Source: an optimization exercise on an open RTL-to-GDS flow (aim: small area and a short achievable clock period). Production flows keep margins and buffers that such runs may drop.

==> flow/design.v <==
package rv_pkg;
  localparam int REG_ADDR_W  = 5;
  localparam int COMMIT_XLEN = 32;
  typedef struct packed {
    logic [COMMIT_XLEN-1:0] pc;
    logic [REG_ADDR_W-1:0]  rd;
    logic                   we;
    logic [COMMIT_XLEN-1:0] data;
  } commit_entry_t;
  function automatic commit_entry_t force_fields(input commit_entry_t e, input logic valid);
    force_fields = e;
    if (!valid) force_fields = '0;
    else if (e.rd == '0) force_fields = {e.pc, e.rd, 1'b0, e.data};
  endfunction
endpackage
module commit_fifo_2w
#(
  parameter int DEPTH = 6
) (
  input  logic                  clk,
  input  logic                  rst_i,
  input  logic                  wr_open,   
  input  logic [1:0]            wr_cnt,    
  input  rv_pkg::commit_entry_t wr0,       
  input  rv_pkg::commit_entry_t wr1,       
  input  logic [1:0]            rd_cnt,    
  output rv_pkg::commit_entry_t rd_e,      
  output rv_pkg::commit_entry_t rd_o,      
  output logic                  rd_swap    
);
  localparam int HD = DEPTH / 2;
  logic [69:0]      mem_e [0:HD-1];   
  logic [69:0]      mem_o [0:HD-1];
  logic [DEPTH-1:0] wr_ptr, rd_ptr;   
  logic             wr_odd, rd_odd;
  logic [HD-1:0]    wi_e, wi_o, ri_e, ri_o;
  logic [69:0]      din_e, din_o;
  function automatic logic [DEPTH-1:0] rot(input logic [DEPTH-1:0] p, input logic [1:0] n);
    case (n)
      2'd1:    rot = {p[DEPTH-2:0], p[DEPTH-1]};
      2'd2:    rot = {p[DEPTH-3:0], p[DEPTH-1:DEPTH-2]};
      default: rot = p;
    endcase
  endfunction
  always_ff @(posedge clk or posedge rst_i) begin
    if (rst_i) begin
      wr_ptr <= DEPTH'(1);
      rd_ptr <= DEPTH'(1);
      wr_odd <= 1'b0;
      rd_odd <= 1'b0;
    end else begin
      wr_ptr <= rot(wr_ptr, wr_cnt);
      rd_ptr <= rot(rd_ptr, rd_cnt);
      wr_odd <= wr_odd ^ wr_cnt[0];
      rd_odd <= rd_odd ^ rd_cnt[0];
    end
  end
  always_comb begin
    for (int j = 0; j < HD; j++) begin
      wi_e[j] = wr_ptr[2 * j] | wr_ptr[(2 * j + DEPTH - 1) % DEPTH];
      wi_o[j] = wr_ptr[2 * j] | wr_ptr[2 * j + 1];
      ri_e[j] = rd_ptr[2 * j] | rd_ptr[(2 * j + DEPTH - 1) % DEPTH];
      ri_o[j] = rd_ptr[2 * j] | rd_ptr[2 * j + 1];
    end
  end
  assign din_e = wr_odd ? wr1 : wr0;
  assign din_o = wr_odd ? wr0 : wr1;
  always_ff @(posedge clk) begin
    for (int j = 0; j < HD; j++) begin
      if (wr_open && wi_e[j]) mem_e[j] <= din_e;
      if (wr_open && wi_o[j]) mem_o[j] <= din_o;
    end
  end
  always_comb begin
    rd_e = '0;
    rd_o = '0;
    for (int j = 0; j < HD; j++) begin
      rd_e = rd_e | ({70{ri_e[j]}} & mem_e[j]);
      rd_o = rd_o | ({70{ri_o[j]}} & mem_o[j]);
    end
  end
  assign rd_swap = rd_odd;
endmodule
module wb_order_restorer
#(
  parameter int DEPTH = 8,
  parameter int XLEN  = 32
) (
  input  logic                    clk,
  input  logic                    rst_i,
  input  logic                    in_valid_i,
  output logic                    in_ready_o,
  input  logic                    order_change_i,
  input  logic                    l1_valid_i,
  input  logic [XLEN-1:0]         l1_pc_i,
  input  logic [rv_pkg::REG_ADDR_W-1:0]   l1_rd_i,
  input  logic                    l1_we_i,
  input  logic [XLEN-1:0]         l1_data_i,
  input  logic                    l2_valid_i,
  input  logic [XLEN-1:0]         l2_pc_i,
  input  logic [rv_pkg::REG_ADDR_W-1:0]   l2_rd_i,
  input  logic                    l2_we_i,
  input  logic [XLEN-1:0]         l2_data_i,
  output logic                    c0_valid_o,
  output logic [XLEN-1:0]         c0_pc_o,
  output logic [rv_pkg::REG_ADDR_W-1:0]   c0_rd_o,
  output logic                    c0_we_o,
  output logic [XLEN-1:0]         c0_data_o,
  output logic                    c1_valid_o,
  output logic [XLEN-1:0]         c1_pc_o,
  output logic [rv_pkg::REG_ADDR_W-1:0]   c1_rd_o,
  output logic                    c1_we_o,
  output logic [XLEN-1:0]         c1_data_o,
  input  logic                    commit_ready_i,
  output logic [$clog2(DEPTH):0]  occupancy_o
);
  localparam int CW = $clog2(DEPTH) + 1;
  logic [DEPTH:0]  occ, occ_pop, occ_nx;    
  logic [CW-1:0]   count, count_nx;
  logic            ready, c0_valid, c1_valid;
  logic            cr, accept, both;
  logic            z, one, three, ge2, ge3, ge4;
  logic            rem_ge2, rem_one;
  logic [1:0]      push_cnt, t_wr_cnt, t_rd_cnt;
  logic            n0_l2, n1_l2;
  logic            rd_swap;
  rv_pkg::commit_entry_t lane1, lane2, n0, n1, t0, t1, rd_e, rd_o, h0, h1;
  assign cr     = commit_ready_i;
  assign accept = in_valid_i & ready;
  assign both   = l1_valid_i & l2_valid_i;
  assign push_cnt = accept ? {both, l1_valid_i ^ l2_valid_i} : 2'd0;
  assign z     = occ[0];
  assign one   = occ[1];
  assign three = occ[3];
  assign ge2   = ~(occ[0] | occ[1]);
  assign ge3   = ~(occ[0] | occ[1] | occ[2]);
  assign ge4   = ~(occ[0] | occ[1] | occ[2] | occ[3]);
  assign rem_ge2 = cr ? ge4 : ge2;
  assign rem_one = cr ? three : one;
  always_comb begin
    occ_pop = occ;
    if (cr) occ_pop = {2'b00, occ[DEPTH:3], occ[2] | occ[1] | occ[0]};
    case (push_cnt)
      2'd1:    occ_nx = {occ_pop[DEPTH-1:0], 1'b0};
      2'd2:    occ_nx = {occ_pop[DEPTH-2:0], 2'b00};
      default: occ_nx = occ_pop;
    endcase
    count_nx = '0;
    for (int k = 0; k <= DEPTH; k++)
      if (occ_nx[k]) count_nx = count_nx | CW'(k);
  end
  always_ff @(posedge clk or posedge rst_i) begin
    if (rst_i) begin
      occ      <= (DEPTH+1)'(1);
      count    <= '0;
      ready    <= 1'b1;
      c0_valid <= 1'b0;
      c1_valid <= 1'b0;
    end else begin
      occ      <= occ_nx;
      count    <= count_nx;
      ready    <= ~(occ_nx[DEPTH] | occ_nx[DEPTH-1]);
      c0_valid <= ~occ_nx[0];
      c1_valid <= ~(occ_nx[0] | occ_nx[1]);
    end
  end
  assign lane1 = {l1_pc_i, l1_rd_i, l1_we_i & (l1_rd_i != '0), l1_data_i};
  assign lane2 = {l2_pc_i, l2_rd_i, l2_we_i & (l2_rd_i != '0), l2_data_i};
  assign n0_l2 = order_change_i ? l2_valid_i : ~l1_valid_i;
  assign n1_l2 = ~order_change_i;
  assign n0    = n0_l2 ? lane2 : lane1;
  assign n1    = n1_l2 ? lane2 : lane1;
  assign t_rd_cnt = (cr & ge3) ? {ge4, ~ge4} : 2'd0;
  assign t_wr_cnt = rem_ge2 ? push_cnt : {1'b0, rem_one & push_cnt[1]};
  commit_fifo_2w #(.DEPTH(DEPTH - 2)) u_fifo (
    .clk     (clk),
    .rst_i   (rst_i),
    .wr_open (ready),
    .wr_cnt  (t_wr_cnt),
    .wr0     (rem_ge2 ? n0 : n1),
    .wr1     (n1),
    .rd_cnt  (t_rd_cnt),
    .rd_e    (rd_e),
    .rd_o    (rd_o),
    .rd_swap (rd_swap)
  );
  assign t0 = rd_swap ? rd_o : rd_e;
  assign t1 = rd_swap ? rd_e : rd_o;
  always_ff @(posedge clk) begin
    if (cr | z)       h0 <= ge3 ? t0 : n0;
    if (cr | z | one) h1 <= ge4 ? t1 : (rem_one ? n0 : n1);
  end
  assign in_ready_o  = ready;
  assign c0_valid_o  = c0_valid;
  assign c0_pc_o     = h0.pc;
  assign c0_rd_o     = h0.rd;
  assign c0_we_o     = h0.we;
  assign c0_data_o   = h0.data;
  assign c1_valid_o  = c1_valid;
  assign c1_pc_o     = h1.pc;
  assign c1_rd_o     = h1.rd;
  assign c1_we_o     = h1.we;
  assign c1_data_o   = h1.data;
  assign occupancy_o = count;
endmodule
Settings: LEC_CHECK=0, CAP_MARGIN=20, CORE_MARGIN=2, CORE_UTILIZATION=40, SETUP_SLACK_MARGIN=2.3, SLEW_MARGIN=20; clock period 4.6 ns.
run.sh (not shown) runs the stock make flow with config.mk's settings and CLKGATE_MAP_FILE= SYNTH_SCRIPT=/design/flow/synth_recipe.tcl, a recipe that flattens the netlist after the stock synthesis.
==> next run, changes <==
--- a/flow/design.v
+++ b/flow/design.v
@@ -22,6 +22,8 @@
   input  logic                  wr_open,   
   input  logic [1:0]            wr_cnt,    
-  input  rv_pkg::commit_entry_t wr0,       
-  input  rv_pkg::commit_entry_t wr1,       
+  input  logic                  wr0_l2,    
+  input  logic                  wr1_l2,    
+  input  rv_pkg::commit_entry_t lane1,
+  input  rv_pkg::commit_entry_t lane2,
   input  logic [1:0]            rd_cnt,    
   output rv_pkg::commit_entry_t rd_e,      
@@ -64,6 +66,6 @@
     end
   end
-  assign din_e = wr_odd ? wr1 : wr0;
-  assign din_o = wr_odd ? wr0 : wr1;
+  assign din_e = (wr_odd ? wr1_l2 : wr0_l2) ? lane2 : lane1;
+  assign din_o = (wr_odd ? wr0_l2 : wr1_l2) ? lane2 : lane1;
   always_ff @(posedge clk) begin
     for (int j = 0; j < HD; j++) begin
@@ -125,5 +127,7 @@
   logic            n0_l2, n1_l2;
   logic            rd_swap;
-  rv_pkg::commit_entry_t lane1, lane2, n0, n1, t0, t1, rd_e, rd_o, h0, h1;
+  rv_pkg::commit_entry_t lane1, lane2, rd_e, rd_o, h0, h1, h0_nx, h1_nx;
+  logic            h0_en, h0_hi, h1_en, h1_hi;
+  logic [4:0]      h0_s, h1_s;
   assign cr     = commit_ready_i;
   assign accept = in_valid_i & ready;
@@ -169,6 +173,4 @@
   assign n0_l2 = order_change_i ? l2_valid_i : ~l1_valid_i;
   assign n1_l2 = ~order_change_i;
-  assign n0    = n0_l2 ? lane2 : lane1;
-  assign n1    = n1_l2 ? lane2 : lane1;
   assign t_rd_cnt = (cr & ge3) ? {ge4, ~ge4} : 2'd0;
   assign t_wr_cnt = rem_ge2 ? push_cnt : {1'b0, rem_one & push_cnt[1]};
@@ -178,6 +180,8 @@
     .wr_open (ready),
     .wr_cnt  (t_wr_cnt),
-    .wr0     (rem_ge2 ? n0 : n1),
-    .wr1     (n1),
+    .wr0_l2  (rem_ge2 ? n0_l2 : n1_l2),
+    .wr1_l2  (n1_l2),
+    .lane1   (lane1),
+    .lane2   (lane2),
     .rd_cnt  (t_rd_cnt),
     .rd_e    (rd_e),
@@ -185,9 +189,19 @@
     .rd_swap (rd_swap)
   );
-  assign t0 = rd_swap ? rd_o : rd_e;
-  assign t1 = rd_swap ? rd_e : rd_o;
+  assign h0_en = cr | z;
+  assign h1_en = cr | z | one;
+  assign h0_hi = ge3 ? rd_swap : n0_l2;
+  assign h1_hi = ge4 ? ~rd_swap : (rem_one ? n0_l2 : n1_l2);
+  assign h0_s  = {h0_en & ge3 & h0_hi, h0_en & ge3 & ~h0_hi,
+                  h0_en & ~ge3 & h0_hi, h0_en & ~ge3 & ~h0_hi, ~h0_en};
+  assign h1_s  = {h1_en & ge4 & h1_hi, h1_en & ge4 & ~h1_hi,
+                  h1_en & ~ge4 & h1_hi, h1_en & ~ge4 & ~h1_hi, ~h1_en};
+  assign h0_nx = ({70{h0_s[4]}} & rd_o) | ({70{h0_s[3]}} & rd_e) | ({70{h0_s[2]}} & lane2)
+               | ({70{h0_s[1]}} & lane1) | ({70{h0_s[0]}} & h0);
+  assign h1_nx = ({70{h1_s[4]}} & rd_o) | ({70{h1_s[3]}} & rd_e) | ({70{h1_s[2]}} & lane2)
+               | ({70{h1_s[1]}} & lane1) | ({70{h1_s[0]}} & h1);
   always_ff @(posedge clk) begin
-    if (cr | z)       h0 <= ge3 ? t0 : n0;
-    if (cr | z | one) h1 <= ge4 ? t1 : (rem_one ? n0 : n1);
+    h0 <= h0_nx;
+    h1 <= h1_nx;
   end
   assign in_ready_o  = ready;
The new run completed without violations. Wire length is lower by about 17%. Cell area is lower by about 8%. Via count is lower by 20%. Synthesized cell count is lower by about 25%. Setup slack got worse by 52 ps.
No run of this note included a check of the RTL's function; only the layout flow was run.

==> re-timing with driven ports <==
No port has a modelled driver above. Below, the same layouts with a new extraction and two added sets of constraints. Step 1 sets driving cells, clkbuf_16 on the clock port and buf_2 on the other inputs (assumed; they add their load-dependent delay and slew). Step 2 adds t to the input delays and takes it off the output delays; t is the mean of the earliest and latest rising clock arrival at the registers after step 1. Input paths then give back, and output paths get back, about the clock's delay inside the block. a / b / c = no drivers / after step 1 / after step 2; a / b = the first two.
run | t (ns) | slack for setup (ns) | worst setup path at the end | clock arrival spread, ns
the first run | 0.654 | 2.278 / 2.257 / 1.654 | input to register | 0.022 / 0.022
the second run | 0.689 | 2.226 / 2.226 / 1.611 | input to register | 0.023 / 0.023
After both steps setup and hold are still met in every run listed. For the first run, which loses most, drivers alone change the setup slack by -0.021 ns; drivers and shift together by -0.624 ns.
